What follows belongs to an exercise in optimizing a design on an open flow for small area; a production flow would make more cautious choices.
Function was checked by simulation only, so behaviour that the tests miss may differ from the original.
Power and IR drop assume default switching activity.

==> flow/design.v (excerpt) <==
module spi_reg_bank
#(
  parameter int ADDRSZ  = spi_reg_pkg::ADDRSZ_DEF,
  parameter int PAYLOAD = spi_reg_pkg::PAYLOAD_DEF
) (
  input  logic               clk,
  input  logic               reset,
  input  logic [ADDRSZ-1:0]  addr,
  input  logic               addr_dv,
  input  logic [PAYLOAD-1:0] rx_d,
  input  logic               rxdv,
  input  logic               rw_out,
  output logic [PAYLOAD-1:0] tx_d,
  output logic               tx_en,
  input  logic [ADDRSZ-1:0]  loc_addr,
  input  logic               loc_we,
  input  logic [PAYLOAD-1:0] loc_wdata,
  output logic [PAYLOAD-1:0] loc_rdata,
  output logic               wr_strobe,
  output logic [ADDRSZ-1:0]  wr_addr,
  output logic               loc_collision
);
  localparam int DEPTH = 128;
  spi_reg_pkg::state_t state, state_nxt;
  logic               addr_dv_q, rxdv_q;
  logic               adv_re, adv_fe, rxdv_re;
  logic [ADDRSZ-1:0]  addr_hold;
  logic               capture, rd_load, rd_clear, spi_commit;
  logic [PAYLOAD-1:0] spi_rdata, loc_rd_val;
  assign adv_re  = addr_dv & ~addr_dv_q;
  assign adv_fe  = ~addr_dv & addr_dv_q;
  assign rxdv_re = rxdv & ~rxdv_q;
  always_comb begin
    state_nxt  = state;
    capture    = 1'b0;
    rd_load    = 1'b0;
    rd_clear   = 1'b0;
    spi_commit = 1'b0;
    unique case (state)
      spi_reg_pkg::IDLE: begin
        if (adv_re) begin
          capture = 1'b1;
          if (rw_out) begin
            rd_load   = 1'b1;
            state_nxt = spi_reg_pkg::RD_HOLD;
  ...
Size: about 5000 cells after synthesis, about 62 I/O pins, about 0.046 mm² of cells after synthesis.
Settings: LEC_CHECK=0, CAP_MARGIN=20, CELL_PAD_IN_SITES_DETAIL_PLACEMENT=1, CORE_MARGIN=2, CORE_UTILIZATION=30, CTS_BUF_LIST=sky130_fd_sc_hd__clkbuf_8, CTS_CLUSTER_DIAMETER=70, CTS_CLUSTER_SIZE=16, SLEW_MARGIN=20, SYNTH_HIERARCHICAL=1; clock period 6.0 ns.
run.sh (not shown) runs the stock make flow with config.mk's settings and CLKGATE_MAP_FILE= SYNTH_SCRIPT=/design/flow/synth_recipe.tcl, a recipe that flattens the netlist after the stock synthesis.
Next try:
Settings changed: CELL_PAD_IN_SITES_DETAIL_PLACEMENT 1 to 2.
=>
- The new run finished with timing, DRC and antenna clean
- clock skew rises by 0.0079 ns
- flip-flop and latch count is unchanged
- count of clock-buffer cells in the layout rises by 4


the previous run:
spi_reg_bank, a different RTL version from the one above (not shown whole).
For scale: ~5,000 cells after synthesis, about 1,100 flip-flops, about 62 I/O pins, ~46,000 sq um of cells after synthesis.
==> flow/config.mk <==
export PLATFORM = sky130hd
export DESIGN_NAME = spi_reg_bank
export DESIGN_NICKNAME = spi_reg_bank
export VERILOG_FILES = /design/flow/design.v
export SDC_FILE = /design/flow/constraint.sdc
export NUM_CORES = 4
export LEC_CHECK = 0
export CAP_MARGIN = 20
export CELL_PAD_IN_SITES_DETAIL_PLACEMENT = 2
export CORE_MARGIN = 2
export CORE_UTILIZATION = 30
export CTS_BUF_LIST = sky130_fd_sc_hd__clkbuf_8
export CTS_CLUSTER_DIAMETER = 70
export CTS_CLUSTER_SIZE = 16
export SLEW_MARGIN = 20
export SYNTH_HIERARCHICAL = 1
==> flow/constraint.sdc <==
create_clock -name core_clock -period 6.0 [get_ports {clk}]
set_input_delay 1.2000 -clock core_clock [delete_from_list [all_inputs] [get_ports {clk}]]
set_output_delay 1.2000 -clock core_clock [all_outputs]
set_load 0.01 [all_outputs]
Input-level comparison between the current run and the previous run:
- CELL_PAD_IN_SITES_DETAIL_PLACEMENT now 1, was 2
Results
Count of TritonRoute iterations in the first routing pass on the current run is up relative to the previous run. From the previous run to the current run the numbers moved as follows: slew at the pin with the worst max-slew slack shows a reduction of 57 ps; wire length on met3 saw a decrease; quantity of I/O buffers inserted on ports ~0 delta; initial antenna violation count lost 15; synthesis-to-finish area growth went up 0.44 points. [compare] base=the previous run new=the current run: switching part of the total went down 1.1 points, fmax rose by 13 MHz, peak supply drop up about 15%. The current run ended up with a higher post-route cell area than the previous run did. Of the current run and the previous run, the current run shows the higher total design power, with the previous run below it.

## afterwards: timing with drivers on the ports
How much do the figures lean on ideal ports? The routed layouts below were timed once more, with nothing changed but the port constraints. Step 1 sets driving cells, clkbuf_16 on the clock port and buf_2 on the other inputs (assumed; they add their load-dependent delay and slew). Step 2, shift: input delay + t, output delay - t, t = (earliest + latest rising clock arrival at the registers) / 2. This alone moves slack from input paths to output paths. Three values: no drivers, after step 1, after step 2; two values: the first two.
run	t, ns	slack for setup (ns)	worst setup path after step 2	clock arrival spread, ns
the first run of note 1	0.955	1.080 / 1.134 / 0.179	input to register	0.074 / 0.074
the second run of note 1	0.980	1.057 / 1.091 / 0.111	input to register	0.082 / 0.082
the previous run	0.969	0.621 / 0.677 / -0.292	input to register	0.079 / 0.080
the current run	0.951	0.974 / 1.027 / 0.076	input to register	0.083 / 0.083
Met with ideal ports but missed after step 2: setup timing in the previous run. For the second run of note 1, which loses most, drivers alone change the setup slack by +0.034 ns; drivers and shift together by -0.946 ns.
